Source: an optimization exercise on an open RTL-to-GDS flow (aim: a short achievable clock period and few clock cycles). Production flows keep margins and buffers that such runs may drop.
Function was checked by simulation only, so behaviour that the tests miss may differ from the original.
Power is estimated from default activity; no workload was simulated.

==> flow/design.v <==
`timescale 1ns/1ps
package isa_pkg;
    localparam int xlen = 32;
    localparam logic [4:0] op_rtype = 5'd0;
    localparam logic [4:0] op_j     = 5'd1;
    localparam logic [4:0] op_bne   = 5'd2;
    localparam logic [4:0] op_addi  = 5'd5;
    localparam logic [4:0] op_blt   = 5'd6;
    localparam logic [4:0] op_sw    = 5'd7;
    localparam logic [4:0] op_lw    = 5'd8;
    localparam logic [4:0] fn_add = 5'd0;
    localparam logic [4:0] fn_sub = 5'd1;
    localparam logic [4:0] fn_and = 5'd2;
    localparam logic [4:0] fn_or  = 5'd3;
    localparam logic [4:0] fn_sll = 5'd4;
    localparam logic [4:0] fn_sra = 5'd5;
    localparam logic [4:0] status_reg = 5'd30;  
    localparam logic [1:0] code_add  = 2'd1;
    localparam logic [1:0] code_addi = 2'd2;
    localparam logic [1:0] code_sub  = 2'd3;
endpackage
`timescale 1ns/1ps
`timescale 1ns/1ps
`timescale 1ns/1ps
`timescale 1ns/1ps
module alu (
    input  logic [31:0] a,
    input  logic [31:0] b,
    input  logic [4:0]  shamt,
    input  logic        sel_add,
    input  logic        sel_sub,
    input  logic        sel_and,
    input  logic        sel_or,
    input  logic        sel_sll,
    input  logic        sel_sra,
    output logic [31:0] result,
    output logic        ovf_add,
    output logic        ovf_sub,
    output logic        not_equal,
    output logic        less_than
);
    logic [31:0] sum;
    logic [31:0] diff;
    assign sum  = a + b;
    assign diff = a - b;
    assign ovf_add = (a[31] == b[31]) && (sum[31] != a[31]);
    assign ovf_sub = (a[31] != b[31]) && (diff[31] != a[31]);
    assign result = ({32{sel_add}} & sum)
                  | ({32{sel_sub}} & diff)
                  | ({32{sel_and}} & (a & b))
                  | ({32{sel_or}}  & (a | b))
                  | ({32{sel_sll}} & (a << shamt))
                  | ({32{sel_sra}} & 32'($signed(a) >>> shamt));
    assign not_equal = (a != b);
    assign less_than = ($signed(a) < $signed(b));
endmodule
`timescale 1ns/1ps
`timescale 1ns/1ps
`timescale 1ns/1ps
module processor #(
    parameter logic [isa_pkg::xlen-1:0] reset_pc = '0
) (
    input  logic            clock,
    input  logic            rst,
    output logic [isa_pkg::xlen-1:0] address_imem,
    input  logic [isa_pkg::xlen-1:0] q_imem,
    output logic [isa_pkg::xlen-1:0] address_dmem,
    output logic [isa_pkg::xlen-1:0] data,
    output logic            wren,
    input  logic [isa_pkg::xlen-1:0] q_dmem,
    output logic            ctrl_writeEnable,
    output logic [4:0]      ctrl_writeReg,
    output logic [4:0]      ctrl_readRegA,
    output logic [4:0]      ctrl_readRegB,
    output logic [isa_pkg::xlen-1:0] data_writeReg,
    input  logic [isa_pkg::xlen-1:0] data_readRegA,
    input  logic [isa_pkg::xlen-1:0] data_readRegB
);
    logic        stall;           
    logic        kill_d;          
    logic        redirect;        
    logic [31:0] redirect_target;
    logic [31:0] pc;
    logic [31:0] pc_inc;
    logic [31:0] bht;             
    logic [4:0]  f_op;
    logic        f_is_j, f_is_br, f_is_sw, f_pred_t;
    logic        f_use_a, f_use_b;
    logic [31:0] f_jtarget, f_btarget, f_next;
    logic [32:0] f_bsum;
    logic [4:0]  f_ra, f_rb;
    assign address_imem = pc;
    assign pc_inc       = pc + 32'd1;
    assign f_op    = q_imem[31:27];
    assign f_is_j  = (f_op == isa_pkg::op_j);
    assign f_is_br = (f_op == isa_pkg::op_bne) || (f_op == isa_pkg::op_blt);
    assign f_is_sw = (f_op == isa_pkg::op_sw);
    assign f_use_a = (f_op == isa_pkg::op_rtype) || (f_op == isa_pkg::op_addi) || (f_op == isa_pkg::op_lw) || f_is_sw || f_is_br;
    assign f_use_b = (f_op == isa_pkg::op_rtype) || f_is_sw || f_is_br;
    assign f_bsum    = {pc, 1'b1} + {{15{q_imem[16]}}, q_imem[16:0], 1'b1};
    assign f_btarget = f_bsum[32:1];
    assign f_jtarget = {{5{q_imem[26]}}, q_imem[26:0]};
    assign f_pred_t  = f_is_br && (q_imem[16] || bht[pc[4:0]]);
    always_comb begin
        if (f_is_j)        f_next = f_jtarget;
        else if (f_pred_t) f_next = f_btarget;
        else               f_next = pc_inc;
    end
    assign f_ra = f_is_br ? q_imem[26:22] : q_imem[21:17];
    assign f_rb = f_is_br ? q_imem[21:17] : (f_is_sw ? q_imem[26:22] : q_imem[16:12]);
    always_ff @(posedge clock) begin
        if (rst) begin
            pc <= reset_pc;
        end else if (redirect) begin
            pc <= redirect_target;
        end else if (!stall) begin
            pc <= f_next;
        end
    end
    logic        d_valid;
    logic [31:0] d_instr;
    logic [31:0] d_pc, d_pcp1;
    logic [4:0]  d_ra, d_rb;
    logic        d_use_a, d_use_b;
    always_ff @(posedge clock) begin
        if (rst || redirect) begin
            d_valid <= 1'b0;
        end else if (!stall) begin
            d_valid <= 1'b1;
        end
        if (!stall) begin
            d_instr <= q_imem;
            d_pc    <= pc;
            d_pcp1  <= pc_inc;
            d_ra    <= f_ra;
            d_rb    <= f_rb;
            d_use_a <= f_use_a;
            d_use_b <= f_use_b;
        end
    end
    assign ctrl_readRegA = d_ra;
    assign ctrl_readRegB = d_rb;
    logic [4:0]  d_op, d_rd, d_fn;
    logic        d_is_r, d_is_addi, d_is_lw, d_is_sw, d_is_bne, d_is_blt, d_is_j;
    logic        d_wr_rd;
    logic [1:0]  d_code;
    logic [31:0] d_imm, d_target;
    logic [32:0] d_bsum;
    assign d_op      = d_instr[31:27];
    assign d_rd      = d_instr[26:22];
    assign d_fn      = d_instr[6:2];
    assign d_is_r    = (d_op == isa_pkg::op_rtype);
    assign d_is_addi = (d_op == isa_pkg::op_addi);
    assign d_is_lw   = (d_op == isa_pkg::op_lw);
    assign d_is_sw   = (d_op == isa_pkg::op_sw);
    assign d_is_bne  = (d_op == isa_pkg::op_bne);
    assign d_is_blt  = (d_op == isa_pkg::op_blt);
    assign d_is_j    = (d_op == isa_pkg::op_j);
    assign d_wr_rd   = (d_is_r || d_is_addi || d_is_lw) && (d_rd != 5'd0);
    assign d_imm     = {{15{d_instr[16]}}, d_instr[16:0]};
    always_comb begin
        if (d_is_addi)                      d_code = isa_pkg::code_addi;
        else if (d_is_r && d_fn == isa_pkg::fn_add)  d_code = isa_pkg::code_add;
        else if (d_is_r && d_fn == isa_pkg::fn_sub)  d_code = isa_pkg::code_sub;
        else                                d_code = 2'd0;
    end
    assign d_bsum   = {d_pc, 1'b1} + {d_imm, 1'b1};
    assign d_target = d_is_j ? {{5{d_instr[26]}}, d_instr[26:0]} : d_bsum[32:1];
    logic        m_wr_final;
    logic [4:0]  m_dest_final;
    logic [31:0] m_value;
    logic        d_hit_ma, d_hit_mb;
    logic [31:0] d_rega, d_regb;
    assign d_hit_ma = m_wr_final && (m_dest_final == d_ra);
    assign d_hit_mb = m_wr_final && (m_dest_final == d_rb);
    assign d_rega   = d_hit_ma ? m_value : data_readRegA;
    assign d_regb   = d_hit_mb ? m_value : data_readRegB;
    logic        x_valid;
    logic        x_wr_rd, x_is_lw, x_is_sw, x_is_bne, x_is_blt, x_is_j, x_cti;
    logic [1:0]  x_code;
    logic [4:0]  x_rd, x_shamt;
    logic        x_sel_add, x_sel_sub, x_sel_and, x_sel_or, x_sel_sll, x_sel_sra;
    logic [31:0] x_opa, x_opb, x_sd;
    logic        x_ba_rd, x_ba_30, x_bb_rd, x_bb_30, x_bs_rd, x_bs_30;
    logic [31:0] x_target, x_pcp1;
    logic [4:0]  x_bidx;
    logic        d_bypass_a_rd, d_bypass_b_rd, d_bypass_a_30, d_bypass_b_30;
    logic        d_use_imm;
    logic        x_bubble;
    assign d_use_imm     = d_is_addi || d_is_lw || d_is_sw;
    assign d_bypass_a_rd = x_wr_rd && (x_rd == d_ra);
    assign d_bypass_b_rd = x_wr_rd && (x_rd == d_rb);
    assign d_bypass_a_30 = (x_code != 2'd0) && (d_ra == isa_pkg::status_reg);
    assign d_bypass_b_30 = (x_code != 2'd0) && (d_rb == isa_pkg::status_reg);
    assign stall = d_valid && x_is_lw && x_wr_rd &&
                   ((d_use_a && (x_rd == d_ra)) || (d_use_b && (x_rd == d_rb)));
    assign x_bubble = rst || kill_d || stall || !d_valid;
    always_ff @(posedge clock) begin
        if (x_bubble) begin
            x_valid  <= 1'b0;
            x_wr_rd  <= 1'b0;
            x_is_lw  <= 1'b0;
            x_is_sw  <= 1'b0;
            x_is_bne <= 1'b0;
            x_is_blt <= 1'b0;
            x_is_j   <= 1'b0;
            x_cti    <= 1'b0;
            x_code   <= 2'd0;
        end else begin
            x_valid  <= 1'b1;
            x_wr_rd  <= d_wr_rd;
            x_is_lw  <= d_is_lw;
            x_is_sw  <= d_is_sw;
            x_is_bne <= d_is_bne;
            x_is_blt <= d_is_blt;
            x_is_j   <= d_is_j;
            x_cti    <= d_is_bne || d_is_blt || d_is_j;
            x_code   <= d_code;
        end
        x_rd      <= d_rd;
        x_shamt   <= d_instr[11:7];
        x_sel_add <= d_use_imm || (d_is_r && d_fn == isa_pkg::fn_add);
        x_sel_sub <= d_is_r && d_fn == isa_pkg::fn_sub;
        x_sel_and <= d_is_r && d_fn == isa_pkg::fn_and;
        x_sel_or  <= d_is_r && d_fn == isa_pkg::fn_or;
        x_sel_sll <= d_is_r && d_fn == isa_pkg::fn_sll;
        x_sel_sra <= d_is_r && d_fn == isa_pkg::fn_sra;
        x_opa     <= d_rega;
        x_opb     <= d_use_imm ? d_imm : d_regb;
        x_sd      <= d_regb;
        x_ba_rd   <= d_bypass_a_rd;
        x_ba_30   <= d_bypass_a_30;
        x_bb_rd   <= d_bypass_b_rd && !d_use_imm;
        x_bb_30   <= d_bypass_b_30 && !d_use_imm;
        x_bs_rd   <= d_bypass_b_rd;
        x_bs_30   <= d_bypass_b_30;
        x_target  <= d_target;
        x_pcp1    <= d_pcp1;
        x_bidx    <= d_pc[4:0];
    end
    logic        m_wr_rd, m_exc, m_is_lw, m_is_sw;
    logic [1:0]  m_code;
    logic [4:0]  m_rd;
    logic [31:0] m_result, m_sd, m_final;
    assign m_final = m_exc ? {30'd0, m_code} : m_result;
    logic [31:0] xa, xb, xs;
    assign xa = (m_exc ? x_ba_30 : x_ba_rd) ? m_final : x_opa;
    assign xb = (m_exc ? x_bb_30 : x_bb_rd) ? m_final : x_opb;
    assign xs = (m_exc ? x_bs_30 : x_bs_rd) ? m_final : x_sd;
    logic [31:0] x_result;
    logic        x_ovf_add, x_ovf_sub, x_ne, x_lt;
    logic        x_exc, x_taken;
    logic        x_succ_ok, x_f_ok;
    alu i_alu (
        .a         (xa),
        .b         (xb),
        .shamt     (x_shamt),
        .sel_add   (x_sel_add),
        .sel_sub   (x_sel_sub),
        .sel_and   (x_sel_and),
        .sel_or    (x_sel_or),
        .sel_sll   (x_sel_sll),
        .sel_sra   (x_sel_sra),
        .result    (x_result),
        .ovf_add   (x_ovf_add),
        .ovf_sub   (x_ovf_sub),
        .not_equal (x_ne),
        .less_than (x_lt)
    );
    assign x_exc   = ((x_code == isa_pkg::code_sub) && x_ovf_sub) ||
                     ((x_code == isa_pkg::code_add || x_code == isa_pkg::code_addi) && x_ovf_add);
    assign x_taken = x_is_j || (x_is_bne && x_ne) || (x_is_blt && x_lt);
    assign x_succ_ok = x_taken ? (d_valid && x_target == d_pc) : (d_valid && x_pcp1 == d_pc);
    assign x_f_ok    = x_taken ? (x_target == pc) : (x_pcp1 == pc);
    assign kill_d          = x_cti && !x_succ_ok;
    assign redirect        = kill_d && !x_f_ok;
    assign redirect_target = x_taken ? x_target : x_pcp1;
    always_ff @(posedge clock) begin
        if (rst) begin
            bht <= '0;
        end else if (x_is_bne || x_is_blt) begin
            bht[x_bidx] <= x_taken;
        end
    end
    always_ff @(posedge clock) begin
        if (rst) begin
            m_wr_rd <= 1'b0;
            m_exc   <= 1'b0;
            m_is_lw <= 1'b0;
            m_is_sw <= 1'b0;
        end else begin
            m_wr_rd <= x_wr_rd;
            m_exc   <= x_exc;
            m_is_lw <= x_is_lw;
            m_is_sw <= x_is_sw;
        end
        m_code   <= x_code;
        m_rd     <= x_rd;
        m_result <= x_result;
        m_sd     <= xs;
    end
    assign address_dmem = m_result;
    assign data         = m_sd;
    assign wren         = m_is_sw;
    assign m_wr_final   = m_exc || m_wr_rd;
    assign m_dest_final = m_exc ? isa_pkg::status_reg : m_rd;
    assign m_value      = m_is_lw ? q_dmem : m_final;
    logic        w_we;
    logic [4:0]  w_dest;
    logic [31:0] w_value;
    always_ff @(posedge clock) begin
        if (rst) begin
            w_we <= 1'b0;
        end else begin
            w_we <= m_wr_final;
        end
        w_dest  <= m_dest_final;
        w_value <= m_value;
    end
    assign ctrl_writeEnable = w_we;
    assign ctrl_writeReg    = w_dest;
    assign data_writeReg    = w_value;
endmodule
==> flow/run.sh <==
#!/bin/bash
# synth_recipe.tcl (not shown) runs the flow's synth.tcl, then flattens the netlist and writes it again
# the make line also repeats each setting of config.mk as NAME=value (left out here)
make -C /OpenROAD-flow-scripts/flow DESIGN_CONFIG=/design/flow/config.mk WORK_HOME=/design/flow/orfs CLKGATE_MAP_FILE= SYNTH_SCRIPT=/design/flow/synth_recipe.tcl finish
==> flow/config.mk <==
export PLATFORM = sky130hd
export DESIGN_NAME = processor
export DESIGN_NICKNAME = processor
export VERILOG_FILES = /design/flow/design.v
export SDC_FILE = /design/flow/constraint.sdc
export NUM_CORES = 4
export LEC_CHECK = 0
export CAP_MARGIN = 20
export CORE_MARGIN = 2
export CORE_UTILIZATION = 40
export SETUP_SLACK_MARGIN = 3.6
export SLEW_MARGIN = 20
==> flow/constraint.sdc <==
create_clock -name core_clock -period 6.0 [get_ports {clock}]
set_input_delay 1.2000 -clock core_clock [delete_from_list [all_inputs] [get_ports {clock}]]
set_output_delay 1.2000 -clock core_clock [all_outputs]
set_load 0.01 [all_outputs]
==> summary.txt <==
Synth
  • Yosys reg bits: 482
  • Ys async rst share: 0%
  • Synthesized area: 30600 um^2
  • Area leader, netlist: dfxtp_1
  • Post-synth top flop: dfxtp_1
  • Post-synth cell types: 90
  • Yosys warning total: 1
  • Syn nets: 4008
  • Largest cells by area after synthesis: dfxtp_1 (24%), edfxtp_1 (11%), ha_1 (6.7%)
  • Cells after Synth: 3710
  • Post-synth EDFFs: 108
  • Post-synthesis sequential area ratio: 35.0%
  • Top cell type's share of synthesized area: 24.5%
  • Avg Cell Area, Syn: 8.25 um^2

Timing
  • Setup violators final: 0
  • Peak Freq: 0.194 GHz
  • Fin crit share: 85.9%
  • Slew HR: 20.2%
  • RSZ-0062 raised after global routing: true
  • Fin Clk Skew: 57.7 ps
  • Fin worst setup slack: 848 ps
  • Final worst path period need: 5150 ps
  • Final Hold Viols: 0
  • Measured slew at the worst slew-check pin: 1190 ps
  • Slew Limit Fails: 0

Worst hold path
  • Min-Delay Startpoint: d_pcp1[6]
  • Hold path endpoint: x_pcp1[6]
  • Hold path depth: 0
  • Min-Delay Path Class: flop to flop

Cells and area
  • Fill cell count: 6745
  • Multi-input logic area: 21300 um^2
  • Layout Nets: 4555
  • Share of cells above drive strength 1: 28.1%
  • Final Cell Area: 43500 um^2
  • Fin cells: 5281
  • Storage element area: 10900 um^2
  • Antenna fix cells: 0
  • Fin util: 57.4%
  • Synth-to-Final Area Change: 42.2%

Clocking
  • TritonCTS clock tree: yes
  • Root Driver: clkbuf_16
  • Clk sinks: 482
  • Num CTS Buffers: 54
  • Clock Latency Late Sink: 660 ps
  • Clk slew on worst S/H paths: 70 ps
  • Cts hold-fix bufs: 0
  • Clock Tree Buf Depth: 3
  • CTS H-tree lvls: 2

Route
  • DRT antenna net count: 0
  • Via count: 32267
  • DR WL/cell: 27.8 um
  • Drt first pass iters: 6
  • Detailed-route wire length: 147000 um
  • DRT iter0 DRCs: 3675
  • Vias per cell: 6.11
  • # DRC: 0

Run status
  • Status: no timing/DRC/antenna violations

Setup path
  • R2R setup slack: 850 ps
  • Worst R2R End: pc[14]
  • Worst R2R Path Depth: 23
  • CP Capture Type: flop
  • Crit start category: flop
  • Critical Path Fanout Max: 6
  • Critical path arrival: 5680 ps
  • CP Class: flop to flop
  • Required time worst endpoint: 6520 ps
  • Worst reg2reg startpoint: x_ba_rd

GRT
  • Largest net degree at the start of global routing: 64
  • First-pass GRT wire length: 197000 um
  • GRT Total Usage: 33.6%
  • Vias in the first global route: 29591
  • Initial antenna violation count: 4
  • Congestion Overflow GR: 0

Power and ir drop
  • Static leakage: 18.5 nW
  • PwrDens: 229 nW/um^2
  • Worst vdd ir: 0.215 mV

Place
  • Final Wtd Congestion: 1.04
  • Port bufs: 274
  • HPWL after DPL: 100000 um
  • Dpl ws: -6.31 ps
  • Dpl cells: 4858
  • DP Area: 35000 um^2

Job
  • MaxCap Viol Count: 0

Die
  • I/O pin count: 275
  • Core Area: 75800 um^2
  • DIE AREA: 78800 um^2
  • Die span in y: 281 um
  • Die width: 281 um
  • Starting Density: 40.4%
  • Rows: 101
[metrics by stage]
stage                     hold slack [ps]  setup TNS [ps]  power [mW]
after global placement                324               0        5.88
after floorplan                       323               0        4.98
after CTS                             338               0        9.54
final                                 336               0        9.97
after detailed placement              327           -6.31        5.86
after global routing                  344               0        10.3
[repair_timing]
item                                    in CTS  in global routing
pin swaps                                   62                203
gates cloned                                11                 17
endpoints found under the setup margin     465                508
setup buffers                               82                211
resized for setup                          165                998
[worst max-delay path by stage]
stage / start / end / slack, ps / cells after the start
2_1_floorplan: m_exc / pc[29] / 810 / 26
3_3_place_gp: x_ba_rd / x_is_blt / 90 / 19
3_5_place_dp: x_ba_rd / x_is_blt / -6 / 19
4_1_cts: x_ba_rd / pc[19] / 820 / 25
5_1_grt: m_exc / pc[9] / 720 / 25
6_report: x_ba_rd / pc[14] / 850 / 23
[cells by family after synthesis]
family / Yosys count / share of synthesized area [%]
AOI/OAI and AO/OA: 1114 / 22.8
buffers and inverters: 438 / 5.50
adders and majority gates: 168 / 6.96
DFF: 482 / 35.0
xor gates and xnor gates: 171 / 4.89
muxes: 220 / 8.05
and+or+nand+nor: 1117 / 16.8
[critical path: stages, from the launching register on]
cell and delay [ps]:
dfxtp_4 420, buf_12 150, buf_16 140, buf_8 120
mux2i_1 180, o21ai_1 110, ha_1 350, or4_4 600
nor2_4 140, nand4_1 140, a21o_1 220, a21o_1 220
or3_4 480, nand2_8 150, buf_6 110, a21oi_4 50
a221oi_2 310, nand3_2 170, o31ai_4 330, buf_6 160
buf_12 100, buf_8 110, o21ai_0 90, and3_1 170
[per-layer routing]
layer | GRT usage (%) | vias up | routed length, um
li1 | - | 14420 | -
met2 | 54.6 | 1832 | 67500
met1 | 42.0 | 15487 | 56100
met4 | 20.4 | 4 | 11500
met5 | 0 | - | 29
met3 | 5.25 | 524 | 11900
[final cells by class]
| class | count | area share (%) |
|---|---|---|
| well taps | 978 | 2.81 |
| flip-flops and latches | 482 | 25.1 |
| multi-input cells | 2792 | 49.0 |
| clock buffers | 77 | 3.75 |
| clock inverters | 25 | 0.650 |
| inverters | 221 | 2.01 |
| repair buffers | 706 | 16.6 |
[cell usage after synthesis, types with 36 or more instances]
cell	count
a211oi_1	54
a21o_1	51
a21oi_1	368
and3_1	36
clkbuf_1	177
dfxtp_1	374
edfxtp_1	108
ha_1	164
inv_1	214
mux2_2	58
mux2i_1	146
nand2_1	351
nand3_1	61
nor2_1	366
nor3_1	82
nor3b_1	36
o211ai_1	36
o21ai_0	271
xnor2_1	99
xor2_1	72
[report_power, final]
part	leakage [nW]	internal [mW]	switching, mW
Clock	0.938	2.05	1.53
Sequential	4.39	3.52	0.254
Combinational	13.2	1.14	1.48
[cell usage in the layout (no fill, tap or decap), drive strengths merged, types with 30 or more instances in the layout]
cell and instances:
buf 434, dfxtp 374, a21oi 368, nor2 367, nand2 354, o21ai 275
inv 224, ha 164, mux2i 146, clkdlybuf4s50 135, clkbuf 129, edfxtp 108
xnor2 99, nor3 85, dlymetal6s2s 82, xor2 72, nand3 61, mux2 59
a211oi 54, a21o 51, o211ai 36, nor3b 36, and3 36, o22ai 35
a31oi 30
Testbench counts, summed over its fixed seeds: cycles 14,559.

afterwards: timing with drivers on the ports:
No port has a modelled driver above. Below, the same layout with a new extraction and two added sets of constraints. Step 1 (the two cells are an assumption about what drives the block):
set clk [get_ports {clock}]
set_driving_cell -lib_cell sky130_fd_sc_hd__clkbuf_16 $clk
set_driving_cell -lib_cell sky130_fd_sc_hd__buf_2 [delete_from_list [all_inputs] $clk]
Step 2 times the ports against the registers' clock, not the clock port: input delays grow and output delays shrink by t, the midpoint of the rising clock arrivals with the driver on. a / b / c = ideal / step 1 / step 2; a / b = the first two.
shift t [ns]: 0.694
slack for setup (ns): 0.848 / 0.848 / 0.617
latest minus earliest clock arrival (ns): 0.058 / 0.058
cell pins on the clock port's net: 1
After both steps this run still meets setup and hold. For this run, drivers alone change the setup slack by 0.000 ns; drivers and shift together by -0.231 ns.
